What follows belongs to an exercise in optimizing a design on an open flow for small area and a short achievable clock period; a production flow would make more cautious choices. Power is estimated from default activity; no workload was simulated.

==> inputs of trial 73 <==
==> flow/design.v (excerpt) <==
module i2c_register_transfer_sequencer_top (
   input  logic       clock,
   input  logic       reset,
   input  logic       req_valid,
   output logic       req_ready,
   input  logic [1:0] req_func,
   input  logic [6:0] req_slave_address,
   input  logic [7:0] req_register_address,
   input  logic [7:0] req_byte_count,
   input  logic [7:0] req_buffer_index,
   input  logic [7:0] req_write_byte,
   input  logic       req_nack_seen,
   input  logic       req_bus_collision,
   input  logic [7:0] req_received_byte,
   output logic       rsp_valid,
   input  logic       rsp_ready,
   output logic       rsp_accepted,
   output logic [2:0] rsp_bus_action,
   output logic [7:0] rsp_tx_byte,
   output logic       rsp_rx_valid,
   output logic [7:0] rsp_rx_index,
   output logic [7:0] rsp_rx_data,
   output logic [1:0] rsp_transfer_status
);
   localparam logic [3:0] PH_IDLE      = 4'd0;
   localparam logic [3:0] PH_SEND_ADDR = 4'd1;
   localparam logic [3:0] PH_SEND_REG  = 4'd2;
   localparam logic [3:0] PH_SEND_DATA = 4'd3;
   localparam logic [3:0] PH_RS_STOP   = 4'd4;
   localparam logic [3:0] PH_RS_START  = 4'd5;
   localparam logic [3:0] PH_READ_ADDR = 4'd6;
   localparam logic [3:0] PH_FIRST_RX  = 4'd7;
   localparam logic [3:0] PH_RX_BYTE   = 4'd8;
   localparam logic [3:0] PH_EN_RX     = 4'd9;
   localparam logic [3:0] PH_NACK_DONE = 4'd10;
   localparam logic [3:0] PH_FAIL_END  = 4'd11;
  ...
Settings: LEC_CHECK=0, CAP_MARGIN=20, CORE_MARGIN=2, CORE_UTILIZATION=55, CTS_CLUSTER_DIAMETER=60, CTS_CLUSTER_SIZE=20, PLACE_DENSITY=0.65, SETUP_SLACK_MARGIN=3.9, SLEW_MARGIN=20, SYNTH_HIERARCHICAL=1, SYNTH_MINIMUM_KEEP_SIZE=0; clock period 7.5 ns.
run.sh (not shown) runs the stock make flow with config.mk's settings and CLKGATE_MAP_FILE= SYNTH_SCRIPT=/design/flow/synth_recipe.tcl, a recipe that flattens the netlist after the stock synthesis.
==> build 3 (differences from trial 73) <==
--- a/flow/design.v
+++ b/flow/design.v
@@ -9,172 +9,125 @@
    localparam logic [2:0] ACT_SEND  = 3'd3;
    localparam logic [2:0] ACT_RECV  = 3'd4;
    localparam logic [2:0] ACT_ACK   = 3'd5;
    localparam logic [2:0] ACT_NACK  = 3'd6;
    localparam logic [1:0] ST_PENDING = 2'd0;
    localparam logic [1:0] ST_SUCCESS = 2'd1;
    localparam logic [1:0] ST_FAILED  = 2'd2;
 endpackage
-module i2crts_aoi3 (
-   input  logic a0,
-   input  logic b0,
-   input  logic a1,
-   input  logic b1,
-   input  logic a2,
-   input  logic b2,
-   output logic y
-);
-   assign y = ~((a0 & b0) | (a1 & b1) | (a2 & b2));
-endmodule
-module i2crts_nand2 (
-   input  logic a,
-   input  logic b,
-   output logic y
+module i2crts_wbuf (
+   input  logic       clock,
+   input  logic       wr_en,
+   input  logic [7:0] wr_addr,
+   input  logic [7:0] wr_data,
+   input  logic [7:0] rd_addr,
+   output logic [7:0] rd_data
 );
-   assign y = ~(a & b);
+   logic [7:0] mem [0:254];
+   logic       wp_q;
+   logic [7:0] wa_q;
+   logic [7:0] wd_q;
+   always_ff @(posedge clock) begin
+      wp_q <= wr_en;
+      wa_q <= wr_addr;
+      wd_q <= wr_data;
+      if (wp_q) begin
+         mem[wa_q] <= wd_q;
+      end
+   end
+   assign rd_data = (wp_q && wa_q == rd_addr) ? wd_q : mem[rd_addr];
 endmodule
-module i2c_register_transfer_sequencer_top (
+module i2crts_ctrl (
    input  logic       clock,
    input  logic       reset,
    input  logic       req_valid,
    output logic       req_ready,
    input  logic [1:0] req_func,
    input  logic [6:0] req_slave_address,
    input  logic [7:0] req_register_address,
    input  logic [7:0] req_byte_count,
-   input  logic [7:0] req_buffer_index,
-   input  logic [7:0] req_write_byte,
    input  logic       req_nack_seen,
    input  logic       req_bus_collision,
    input  logic [7:0] req_received_byte,
    output logic       rsp_valid,
    input  logic       rsp_ready,
    output logic       rsp_accepted,
    output logic [2:0] rsp_bus_action,
    output logic [7:0] rsp_tx_byte,
    output logic       rsp_rx_valid,
    output logic [7:0] rsp_rx_index,
    output logic [7:0] rsp_rx_data,
-   output logic [1:0] rsp_transfer_status
+   output logic [1:0] rsp_transfer_status,
+   output logic       wr_en,
+   output logic [7:0] rd_addr,
+   input  logic [7:0] rd_data
 );
    localparam logic [3:0] PH_IDLE      = 4'd0;
    localparam logic [3:0] PH_SEND_ADDR = 4'd1;
    localparam logic [3:0] PH_SEND_REG  = 4'd2;
    localparam logic [3:0] PH_SEND_DATA = 4'd3;
    localparam logic [3:0] PH_RS_STOP   = 4'd4;
    localparam logic [3:0] PH_RS_START  = 4'd5;
    localparam logic [3:0] PH_READ_ADDR = 4'd6;
    localparam logic [3:0] PH_FIRST_RX  = 4'd7;
    localparam logic [3:0] PH_RX_BYTE   = 4'd8;
    localparam logic [3:0] PH_EN_RX     = 4'd9;
    localparam logic [3:0] PH_NACK_DONE = 4'd10;
    localparam logic [3:0] PH_FAIL_END  = 4'd11;
    localparam logic [3:0] PH_OK_END    = 4'd12;
-   logic [254:0][7:0] mem_q;
    logic [3:0] ph_q;
    logic [1:0] st_q;
    logic [6:0] sa_q;
    logic [7:0] ra_q;
    logic [7:0] cnt_q;
    logic [7:0] pos_q;
    logic       rd_q;
    logic       vld_q;
    logic       acc_q;
    logic [2:0] act_q;
-   logic [7:0] dat_n_q;
+   logic [7:0] dat_q;
    logic       txs_q;
    logic       rxv_q;
-   logic accept;
-   assign req_ready = !vld_q || rsp_ready;
-   assign accept    = req_valid && req_ready;
-   logic        wp_q;
-   logic [7:0]  wa_q;
-   logic [7:0]  wd_q;
-   logic [15:0] we_lo, we_hi;
-   always_ff @(posedge clock) begin
-      wp_q <= accept && (req_func == i2crts_pkg::FUNC_LOAD);
-      wa_q <= req_buffer_index;
-      wd_q <= req_write_byte;
-   end
-   always_comb begin
-      for (int i = 0; i < 16; i++) begin
-         we_lo[i] = (wa_q[3:0] == 4'(i));
-         we_hi[i] = wp_q && (wa_q[7:4] == 4'(i));
-      end
-   end
-   always_ff @(posedge clock) begin
-      for (int i = 0; i < 255; i++) begin
-         if (we_hi[i / 16] && we_lo[i % 16]) begin
-            mem_q[i] <= wd_q;
-         end
-      end
-   end
-   logic [15:0]  sel_lo, sel_hi;
-   logic [254:0] sel;
-   logic         ph_sa, ph_sr, ph_ra, ph_rx, ph_sd, byp;
-   assign ph_sd = (ph_q == PH_SEND_DATA);
-   assign byp   = wp_q && (wa_q == pos_q);
-   always_comb begin
-      for (int i = 0; i < 16; i++) begin
-         sel_lo[i] = (pos_q[3:0] == 4'(i));
-         sel_hi[i] = ph_sd && !byp && (pos_q[7:4] == 4'(i));
-      end
-      for (int i = 0; i < 255; i++) begin
-         sel[i] = sel_hi[i / 16] && sel_lo[i % 16];
-      end
-   end
-   assign ph_sa = (ph_q == PH_SEND_ADDR);
-   assign ph_sr = (ph_q == PH_SEND_REG);
-   assign ph_ra = (ph_q == PH_READ_ADDR);
-   assign ph_rx = (ph_q == PH_RX_BYTE);
-   logic [7:0] dat_n_d;
-   for (genvar b = 0; b < 8; b++) begin : g_lane
-      logic [84:0] n;
-      logic        o1, o2, o3;
-      for (genvar k = 0; k < 85; k++) begin : g_aoi
-         i2crts_aoi3 u_aoi (
-            .a0(sel[3 * k]),     .b0(mem_q[3 * k][b]),
-            .a1(sel[3 * k + 1]), .b1(mem_q[3 * k + 1][b]),
-            .a2(sel[3 * k + 2]), .b2(mem_q[3 * k + 2][b]),
-            .y (n[k])
-         );
-      end
-      i2crts_aoi3 u_other (
-         .a0(ph_sa), .b0(b == 0 ? 1'b0 : sa_q[b == 0 ? 0 : b - 1]),
-         .a1(ph_sr), .b1(ra_q[b]),
-         .a2(ph_ra), .b2(b == 0 ? 1'b1 : sa_q[b == 0 ? 0 : b - 1]),
-         .y (o1)
-      );
-      i2crts_nand2 u_rx (.a(ph_rx), .b(req_received_byte[b]), .y(o2));
-      i2crts_nand2 u_byp (.a(ph_sd && byp), .b(wd_q[b]), .y(o3));
-      assign dat_n_d[b] = &{n, o1, o2, o3};
-   end
+   logic       accept;
    logic       lt, lt1;
    logic [8:0] pos_p1;
-   assign pos_p1 = {1'b0, pos_q} + 9'd1;
-   assign lt     = pos_q < cnt_q;
-   assign lt1    = pos_p1 < {1'b0, cnt_q};
+   assign req_ready = !vld_q || rsp_ready;
+   assign accept    = req_valid && req_ready;
+   assign pos_p1    = {1'b0, pos_q} + 9'd1;
+   assign lt        = pos_q < cnt_q;
+   assign lt1       = pos_p1 < {1'b0, cnt_q};
+   assign rd_addr   = pos_q;
+   assign wr_en     = accept && (req_func == i2crts_pkg::FUNC_LOAD);
    logic [3:0] ph_d;
    logic [1:0] st_d;
    logic [7:0] pos_d;
    logic       acc_d;
    logic [2:0] act_d;
+   logic [7:0] dat_d;
    logic       txs_d;
    logic       rxv_d;
    logic       start_d;
    always_comb begin
       ph_d    = ph_q;
       st_d    = st_q;
       pos_d   = pos_q;
       acc_d   = 1'b0;
       act_d   = i2crts_pkg::ACT_NONE;
       txs_d   = 1'b0;
       rxv_d   = 1'b0;
       start_d = 1'b0;
+      dat_d   = rd_data;
+      unique case (ph_q)
+         PH_SEND_ADDR: dat_d = {sa_q, 1'b0};
+         PH_SEND_REG:  dat_d = ra_q;
+         PH_READ_ADDR: dat_d = {sa_q, 1'b1};
+         PH_RX_BYTE:   dat_d = req_received_byte;
+         default:      dat_d = rd_data;
+      endcase
       unique case (req_func)
          i2crts_pkg::FUNC_LOAD: begin
             acc_d = 1'b1;
          end
          i2crts_pkg::FUNC_WRITE, i2crts_pkg::FUNC_READ: begin
             if (ph_q == PH_IDLE) begin
                start_d = 1'b1;
                pos_d   = 8'd0;
@@ -292,24 +245,85 @@
       end
       if (accept && start_d) begin
          sa_q  <= req_slave_address;
          ra_q  <= req_register_address;
          cnt_q <= req_byte_count;
          rd_q  <= req_func[1];
       end
       if (req_ready) begin
-         acc_q   <= acc_d;
-         act_q   <= act_d;
-         dat_n_q <= dat_n_d;
-         txs_q   <= txs_d;
-         rxv_q   <= rxv_d;
+         acc_q <= acc_d;
+         act_q <= act_d;
+         dat_q <= dat_d;
+         txs_q <= txs_d;
+         rxv_q <= rxv_d;
       end
    end
    assign rsp_valid           = vld_q;
    assign rsp_accepted        = acc_q;
    assign rsp_bus_action      = act_q;
-   assign rsp_tx_byte         = ~dat_n_q & {8{txs_q}};
+   assign rsp_tx_byte         = dat_q & {8{txs_q}};
    assign rsp_rx_valid        = rxv_q;
    assign rsp_rx_index        = pos_q & {8{rxv_q}};
-   assign rsp_rx_data         = ~dat_n_q & {8{rxv_q}};
+   assign rsp_rx_data         = dat_q & {8{rxv_q}};
    assign rsp_transfer_status = st_q;
 endmodule
+module i2c_register_transfer_sequencer_top (
+   input  logic       clock,
+   input  logic       reset,
+   input  logic       req_valid,
+   output logic       req_ready,
+   input  logic [1:0] req_func,
+   input  logic [6:0] req_slave_address,
+   input  logic [7:0] req_register_address,
+   input  logic [7:0] req_byte_count,
+   input  logic [7:0] req_buffer_index,
+   input  logic [7:0] req_write_byte,
+   input  logic       req_nack_seen,
+   input  logic       req_bus_collision,
+   input  logic [7:0] req_received_byte,
+   output logic       rsp_valid,
+   input  logic       rsp_ready,
+   output logic       rsp_accepted,
+   output logic [2:0] rsp_bus_action,
+   output logic [7:0] rsp_tx_byte,
+   output logic       rsp_rx_valid,
+   output logic [7:0] rsp_rx_index,
+   output logic [7:0] rsp_rx_data,
+   output logic [1:0] rsp_transfer_status
+);
+   logic       wr_en;
+   logic [7:0] rd_addr;
+   logic [7:0] rd_data;
+   i2crts_ctrl u_ctrl (
+      .clock               (clock),
+      .reset               (reset),
+      .req_valid           (req_valid),
+      .req_ready           (req_ready),
+      .req_func            (req_func),
+      .req_slave_address   (req_slave_address),
+      .req_register_address(req_register_address),
+      .req_byte_count      (req_byte_count),
+      .req_nack_seen       (req_nack_seen),
+      .req_bus_collision   (req_bus_collision),
+      .req_received_byte   (req_received_byte),
+      .rsp_valid           (rsp_valid),
+      .rsp_ready           (rsp_ready),
+      .rsp_accepted        (rsp_accepted),
+      .rsp_bus_action      (rsp_bus_action),
+      .rsp_tx_byte         (rsp_tx_byte),
+      .rsp_rx_valid        (rsp_rx_valid),
+      .rsp_rx_index        (rsp_rx_index),
+      .rsp_rx_data         (rsp_rx_data),
+      .rsp_transfer_status (rsp_transfer_status),
+      .wr_en               (wr_en),
+      .rd_addr             (rd_addr),
+      .rd_data             (rd_data)
+   );
+   i2crts_wbuf u_wbuf (
+      .clock  (clock),
+      .wr_en  (wr_en),
+      .wr_addr(req_buffer_index),
+      .wr_data(req_write_byte),
+      .rd_addr(rd_addr),
+      .rd_data(rd_data)
+   );
+endmodule
CTS_CLUSTER_DIAMETER = not set   (was 60)
CTS_CLUSTER_SIZE = not set   (was 20)
SETUP_SLACK_MARGIN = not set   (was 3.9)
SYNTH_HIERARCHICAL = not set   (was 1)
SYNTH_MINIMUM_KEEP_SIZE = not set   (was 0)
==> results.py <==
metrics = {
    "floorplan": {
        "die_w_um": 375,
        "chipHeight_um": 375,
    },
    "setup_path": {
        "crit_required_ns": 8.16,
        "crit_slowest_cell": "nor4_4",
        "timing.rr.end": "dat_n_q[2]",
    },
    "synth": {
        "post_synth_xor_area_fraction_pct": 0.162,
        "postSynthCellCount": 3957,
    },
    "layout": {
        "num-nonclk-inverters": 18,
        "syn2layout_area_growth_pct": 13.9,
    },
    "pwr": {
        "pwr_density_cell_nw_per_um2": 250,
        "report.power.total_w": 0.0215,
    },
    "placed_design": {
        "place.gp.congestion": 0.969,
    },
    "flow_run": {
        "max-cap-violations": 1,
    },
    "outcome": {
        "run_status": "complete, but fails checks",
        "violated_layout_checks": "capacitance limit, slew limit",
    },
    "sta": {
        "fin_max_slew_vios": 6,
    },
}
# the run above: trial 73

==> results.py <==
metrics = {
    "outcome": {
        "run_status": "finished clean",
    },
    "layout": {
        "syn2layout_area_growth_pct": 10.9,
    },
    "setup_path": {
        "crit_required_ns": 8.21,
    },
    "sta": {
        "fin_max_slew_vios": 0,
    },
    "pwr": {
        "pwr_density_cell_nw_per_um2": 276,
        "report.power.total_w": 0.0256,
    },
    "synth": {
        "post_synth_xor_area_fraction_pct": 0.147,
        "postSynthCellCount": 4111,
    },
    "placed_design": {
        "place.gp.congestion": 0.917,
    },
}
# the run above: build 3

No run of this note included a check of the RTL's function; only the layout flow was run.

[afterwards: timing with drivers on the ports]
How much do the figures lean on ideal ports? The routed layouts below were timed once more, with nothing changed but the port constraints. Step 1 (the two cells are an assumption about what drives the block):
set clk [get_ports {clock}]
set_driving_cell -lib_cell sky130_fd_sc_hd__clkbuf_16 $clk
set_driving_cell -lib_cell sky130_fd_sc_hd__buf_2 [delete_from_list [all_inputs] $clk]
Step 2 moves the port delays by t, midway between the first and last clock arrival at a register: inputs arrive t later, outputs are due t later. That takes back most of the time a late clock gives input paths. Three values: no drivers, after step 1, after step 2; two values: the first two.
run	shift t [ns]	setup WS [ns]	worst setup path at the end	worst register clock-pin slew, ns
trial 73	0.875	3.597 / 3.597 / 3.176	input to register	0.08 / 0.08
build 3	0.924	2.981 / 2.981 / 2.637	input to register	0.07 / 0.07
The setup slack of trial 73, which loses most, moves by 0.000 ns with the drivers and by -0.421 ns with both steps.
